This is an optimization exercise on Yosys and OpenROAD, whose aim is small area, a short achievable clock period and few clock cycles per item, not a production implementation.
The RTL was checked by simulation tests, not by an equivalence proof against the original design.
Power figures rest on the tool's default switching activity, not on a simulated workload.

==> flow/design.v, too long to show whole: its modules and the start of the top module <==
// module fhbt_ctrl: 640 lines
// module fhbt_residues: 52 lines
// module fhbt_datapath: 758 lines
// module fnv1a_hashed_bucket_table_unit: 98 lines
module fnv1a_hashed_bucket_table_unit #(
  parameter int TABLE_DEPTH     = fhbt_pkg::TABLE_DEPTH_DEF,
  parameter int VALUE_WIDTH     = fhbt_pkg::VALUE_WIDTH_DEF,
  parameter int MAX_NAME_LENGTH = fhbt_pkg::MAX_NAME_LENGTH_DEF
) (
  input  logic                         clk_i,
  input  logic                         rst_ni,
  input  logic                         start_i,
  output logic                         busy_o,
  input  logic [fhbt_pkg::CMD_W-1:0]   command_i,
  input  logic [fhbt_pkg::BYTE_W-1:0]  name_byte_i,
  input  logic                         name_last_i,
  input  logic [fhbt_pkg::NV_W-1:0]    new_value_i,
  input  logic                         table_entries_we_i,
  input  logic [fhbt_pkg::TE_W-1:0]    table_entries_i,
  output logic                         done_o,
  output logic                         status_o,
  output logic [fhbt_pkg::FOUND_W-1:0] found_value_o,
  output logic [fhbt_pkg::SLOT_W-1:0]  slot_index_o,
  output logic [fhbt_pkg::COUNT_W-1:0] entry_count_o
);
  // ...
==> flow/run.sh <==
#!/bin/bash
# synth_recipe.tcl (not shown) runs the flow's synth.tcl, then flattens the netlist and writes it again
# the make line also repeats each setting of config.mk as NAME=value (left out here)
make -C /OpenROAD-flow-scripts/flow DESIGN_CONFIG=/design/flow/config.mk WORK_HOME=/design/flow/orfs CLKGATE_MAP_FILE= SYNTH_SCRIPT=/design/flow/synth_recipe.tcl finish
==> flow/config.mk <==
export PLATFORM = sky130hd
export DESIGN_NAME = fnv1a_hashed_bucket_table_unit
export DESIGN_NICKNAME = fnv1a_hashed_bucket_table_unit
export VERILOG_FILES = /design/flow/design.v
export SDC_FILE = /design/flow/constraint.sdc
export NUM_CORES = 4
export LEC_CHECK = 0
export ABC_CLOCK_PERIOD_IN_PS = 3000
export CAP_MARGIN = 20
export CORE_MARGIN = 2
export CORE_UTILIZATION = 40
export PLACE_DENSITY = 0.6
export SETUP_SLACK_MARGIN = 3.0
export SLEW_MARGIN = 20
==> flow/constraint.sdc <==
create_clock -name core_clock -period 6.5 [get_ports {clk_i}]
set_input_delay 1.3000 -clock core_clock [delete_from_list [all_inputs] [get_ports {clk_i}]]
set_output_delay 1.3000 -clock core_clock [all_outputs]
set_load 0.01 [all_outputs]
==> notes.md, run 1 <==
Area leader, netlist -> edfxtp_1
Hold Fails Final Rpt -> 0
Register area -> 79800 µm²
Avg WL per Cell -> 36.2 µm
RSZ-0062 raised after global routing -> yes
Final setup viols -> 0
Clock power frac -> 0.330
Post-synthesis instance total -> 6851
WP data arrival -> 4.50 ns
Most frequent cell after synthesis -> edfxtp_1
Highest clock rate -> 271 MHz
GRT Total Usage -> 0.287
Via/cell ratio -> 6.21
Die H -> 526 µm
R2r setup slk -> 2.81 ns
Worst hold margin -> 0.271 ns
Setup TNS -> 0 ns
Placer Congestion -> 0.902
Slew headroom -> 0.158
Worst-margin pin slew -> 1.26 ns
Status -> finished clean
YS warnings -> 7
Adder-Cell Fraction of Synth Area -> 0.0798
Area Growth Syn to Fin -> 17.8%
XOR/XNOR Fraction of Synth Area -> 0.00812
CP Capture Point -> u_datapath.found_value_o[7]
Worst reg2reg path endpoint -> u_datapath.found_value_o[7]
Testbench counts, summed over its fixed seeds: cycles 11,678, items 1,288.
==> inputs of run 2 (changes only) <==
--- a/flow/config.mk
+++ b/flow/config.mk
@@ -8,7 +8,9 @@
 export ABC_CLOCK_PERIOD_IN_PS = 3000
 export CAP_MARGIN = 20
 export CORE_MARGIN = 2
-export CORE_UTILIZATION = 40
+export CORE_UTILIZATION = 45
+export CTS_BUF_LIST = sky130_fd_sc_hd__clkbuf_8
+export CTS_CLUSTER_SIZE = 20
 export PLACE_DENSITY = 0.6
-export SETUP_SLACK_MARGIN = 3.0
+export SETUP_SLACK_MARGIN = 3.3
 export SLEW_MARGIN = 20
==> notes.md, run 2 <==
Status -> finished clean (unchanged)
Setup WS post-layout -> 2.98 ns (was 2.81 ns)
Synth top area cells -> edfxtp_1 62%, dfxtp_1 9.0%, a22oi_1 7.1%, fa_1 6.6%, nand2_1 2.1% (unchanged)
Top-area cell type share of the netlist area -> 0.617 (unchanged)
Synth unique cells -> 75 (unchanged)
Clk_skew -> 0.135 ns (was 0.120 ns)
Most frequent cells in the layout -> 2240 x edfxtp_1, 1023 x a22oi_1, 592 x nand2_1, 555 x inv_1, 512 x clkbuf_8 (was 2240 x edfxtp_1, 1024 x a22oi_1, 597 x nand2_1, 481 x dfxtp_1, 444 x inv_1)
Highest clock rate -> 284 MHz (was 271 MHz)
YS warnings -> 7 (unchanged)
Hold Crit Class -> in -> async (was reg -> reg)
Biggest regs -> u_datapath.mem_q x2048, u_residues.res_q x192, u_datapath.a_dots x34 (unchanged)
Sw Share -> 0.329 (was 0.316)
Clk latency of the worst-skew pair -> 1.18 ns (was 0.92 ns)
CTS Root Cell -> clkbuf_8 (was clkbuf_16)
Fin crit period -> 3.52 ns (was 3.69 ns)
Avg WL per Cell -> 36.4 µm (was 36.2 µm)
DP Wirelength -> 223000 µm (was 233000 µm)
Flop pwr share -> 0.434 (was 0.419)
EDFF count, synth -> 2240 (unchanged)
Comb power frac -> 0.274 (was 0.251)
Largest Register -> u_datapath.mem_q (unchanged)
Largest net degree at the start of global routing -> 188 (was 194)
Leading cell type in the layout, fill and taps excluded -> edfxtp_1 (unchanged)
Syn Area/Cell -> 15.9 µm² (unchanged)
Critical path data required time -> 7.46 ns (was 7.31 ns)
Drt pass-1 iters -> 6 (was 8)
Crit-path max cell delay -> 0.56 ns (was 0.73 ns)
Nets -> 8123 (was 7921)
# DRC -> 0 (unchanged)
Cell Chain, Critical Path -> buf_12, fa_2, inv_2, fa_2, inv_2, fa_2, fa_2, fa_1, nand2_1, nand2_2, a22o_1 (was nand2b_4, clkbuf_8, nor2_4, a22oi_1, nand4_1, nor3_1, nand2_1, o21a_1)
Iter 0 DRT Violations -> 12800 (was 13300)
Leakage Power -> 47.1 nW (was 46.4 nW)
Slew headroom -> 0.134 (was 0.158)
Internal Pwr Total -> 33.8 mW (was 35.7 mW)
TritonCTS clock tree -> yes (unchanged)
Max-Cap Viols -> 0 (unchanged)
Crit path kind -> reg -> reg (unchanged)
Max FFs per register -> 2048 (unchanged)
Pins Over Slew Limit -> 0 (unchanged)
Worst-path fanout max -> 3 (was 32)
Most frequent cell after synthesis -> edfxtp_1 (unchanged)
Setup TNS -> 0 ns (unchanged)
Total gr overflow -> 0 (unchanged)
Core Region -> 241000 µm² (was 271000 µm²)
Register area -> 79900 µm² (was 79800 µm²)
Antenna violations before repair -> 20 (was 26)
Hold Fails Final Rpt -> 0 (unchanged)
P per Cell Area -> 395 nW/µm² (was 406 nW/µm²)
Area of the multi-input gates -> 28500 µm² (was 28000 µm²)
Final period util -> 0.542 (was 0.568)
Predominant post-synthesis flop cell -> edfxtp_1 (unchanged)
Worst setup EP type -> flop (unchanged)
Ports -> 115 (unchanged)
WP data arrival -> 4.48 ns (was 4.50 ns)
Post-synthesis instance total -> 6851 (unchanged)
Detailed Route WL -> 407000 µm (was 406000 µm)
Setup WS pre-CTS -> 2.34 ns (was 2.31 ns)
RSZ-0062 raised after global routing -> yes (unchanged)
Most used cell, CP -> fa_2
Placer Congestion -> 0.888 (was 0.902)
Clock power frac -> 0.291 (was 0.330)
Chip Width -> 496 µm (was 526 µm)
Worst-margin pin slew -> 1.30 ns (was 1.26 ns)
Die H -> 496 µm (was 526 µm)
Clock slew at reported path FFs -> 0.06 ns (about the same)
GRT Total Usage -> 0.325 (was 0.287)
NetSw -> 16.6 mW (was 16.5 mW)
# clock sinks -> 2835 (unchanged)
Clk buf depth -> 4 (unchanged)
Area Growth Syn to Fin -> 17.1% (was 17.8%)
Register area share after synthesis -> 0.731 (unchanged)
Row Count -> 180 (was 191)
Commonest cells post-synth -> 2240 x edfxtp_1, 1024 x a22oi_1, 609 x nand2_1, 491 x dfxtp_1, 454 x inv_1 (unchanged)
Mapped Area -> 109000 µm² (unchanged)
IO Port Bufs -> 112 (unchanged)
Slowest-stage cell, CP -> fa_2 (was nor3_1)
Yosys reg bits -> 2835 (unchanged)
Post-route ant nets -> 0 (unchanged)
First-pass GRT wire length -> 545000 µm (was 547000 µm)
Final setup viols -> 0 (unchanged)
Initial Util -> 0.453 (was 0.402)
Htree depth -> 5 (unchanged)
Via/cell ratio -> 6.25 (was 6.21)
Post-synth ARST share -> 0.0367 (unchanged)
Fraction of layout cells with a size suffix above 1 -> 0.199 (was 0.151)
Die area -> 246000 µm² (was 277000 µm²)
Vias in the first global route -> 66400 (was 65900)
Area leader, netlist -> edfxtp_1 (unchanged)
VDD IR max -> 470 µV (was 312 µV)
Number of fill cells -> 19400 (was 22900)
Critical Path Start Type -> flop (unchanged)
CTS Buf Count -> 456 (was 299)
Total number of vias -> 69800 (was 69600)
==> run 2: cell counts after synthesis <==
No cell type changed its count.
==> run 2: critical path, delay by kind of cell, from the launching register on <==
| family | cells | cell delay, ns |
|---|---|---|
| DFF | 1 | 0.45 |
| buffers and inverters | 3 | 0.23 |
| AOI/OAI and AO/OA | 1 | 0.19 |
| and+or+nand+nor | 2 | 0.17 |
| adders and majority gates | 5 | 2.36 |
==> run 2: layer usage <==
metal | global-route usage | vias up | share of wire
met2 | 0.471 | 6212 | 0.42
met4 | 0.176 | 15 | 0.067
met3 | 0.107 | 1387 | 0.15
li1 | - | 27300 | -
met1 | 0.435 | 34900 | 0.36
met5 | 0.00290 | - | 0.00053
==> run 2: cell families (layout without fill, tap and decap cells) <==
group / count (synthesis) / in the layout / synth area share
muxes: 29 / 29 / 0.00279
xor gates and xnor gates: 101 / 101 / 0.00812
buffers and inverters: 730 / 1836 / 0.0271
adders and majority gates: 480 / 480 / 0.0798
other: 1 / 15 / 0.0000344
AOI/OAI and AO/OA: 1399 / 1399 / 0.0939
and+or+nand+nor: 1276 / 1279 / 0.0567
DFF: 2835 / 2835 / 0.731
==> run 2: final timing paths <==
kind | startpoint | endpoint | slack [ns] | cells after the start
hold / removal | rst_ni | u_residues.step_q[2] | 0.1 | 1
min in group core_clock | u_datapath.b_value[31] | u_datapath.c_value[31] | 0.27 | 0
setup reg to reg | u_ctrl.c_q[12] | u_ctrl.c_q[17] | 2.98 | 11
hold reg to reg | u_datapath.b_value[31] | u_datapath.c_value[31] | 0.27 | 0
setup / recovery | u_ctrl.c_q[12] | u_ctrl.c_q[17] | 2.98 | 11
max in group asynchronous | rst_ni | u_datapath.done_o | 5.02 | 2
==> run 2: repair_timing <==
item / in CTS / in global routing
pin swaps: 97 / 74
endpoints found under the hold margin: 8 / 0
setup buffers: 135 / 60
hold buffers: 3 / 0
gates resized for setup: 369 / 139
cloned: 4 / 0
setup endpoints to repair: 1925 / 458
==> run 2: metrics by stage <==
| stage | utilization | std cells | instance area [µm²] | hold WS (ns) | power (mW) |
|---|---|---|---|---|---|
| after floorplan | - | 6852 | 109000 | 0.310 | 29.2 |
| after global placement | 0.482 | 10100 | 116000 | 0.310 | 34.0 |
| after detailed placement | 0.483 | 10100 | 116000 | 0.312 | 34.2 |
| after CTS | 0.526 | 11100 | 127000 | 0.00269 | 49.7 |
| after global routing | 0.530 | 11100 | 128000 | 0.0514 | 52.6 |
| final | 0.530 | 11200 | 128000 | 0.0952 | 50.4 |
==> run 2: final cells by class <==
class,instances,share of cell area
sequential,2835,0.626
antenna,13,0.000255
multi-input combinational,3290,0.223
timing repair buffer,550,0.0385
clock buffer,512,0.0552
clock inverter,320,0.0122
inverter,454,0.0134
tap,3185,0.0312
==> run 2: power groups by stage <==
stage	combinational (mW)	sequential, mW	clock (mW)
global route	15.1	22.0	15.5
floorplan	7.57	21.6	0
finish	13.8	21.9	14.7
global placement	11.8	22.2	0
detailed placement	12.0	22.2	0
CTS	13.1	21.8	14.8

[separate check: timing with driven ports]
In the flow no input, the clock included, has a driving cell. The finished layouts below were timed again as built, in two steps. Step 1, drivers: a clkbuf_16 drives clk_i and a buf_2 each remaining input, both assumed. Step 2 times the ports against the registers' clock, not the clock port: input delays grow and output delays shrink by t, the midpoint of the rising clock arrivals with the driver on. a / b / c = ideal ports / drivers / drivers and shift; a / b = the first two.
| run | t (ns) | slack for setup (ns) | slew at the worst register clock pin (ns) | worst data-port slew with drivers (ns) | cell pins on the clock port's net |
|---|---|---|---|---|---|
| run 1 | 0.949 | 2.811 / 2.811 / 2.811 | 0.07 / 0.07 | 0.22 | 1 |
| run 2 | 1.190 | 2.980 / 2.980 / 2.799 | 0.07 / 0.07 | 0.19 | 1 |
After both steps setup and hold are still met in every run listed. For run 2, which loses most, drivers alone change the setup slack by 0.000 ns; drivers and shift together by -0.181 ns.
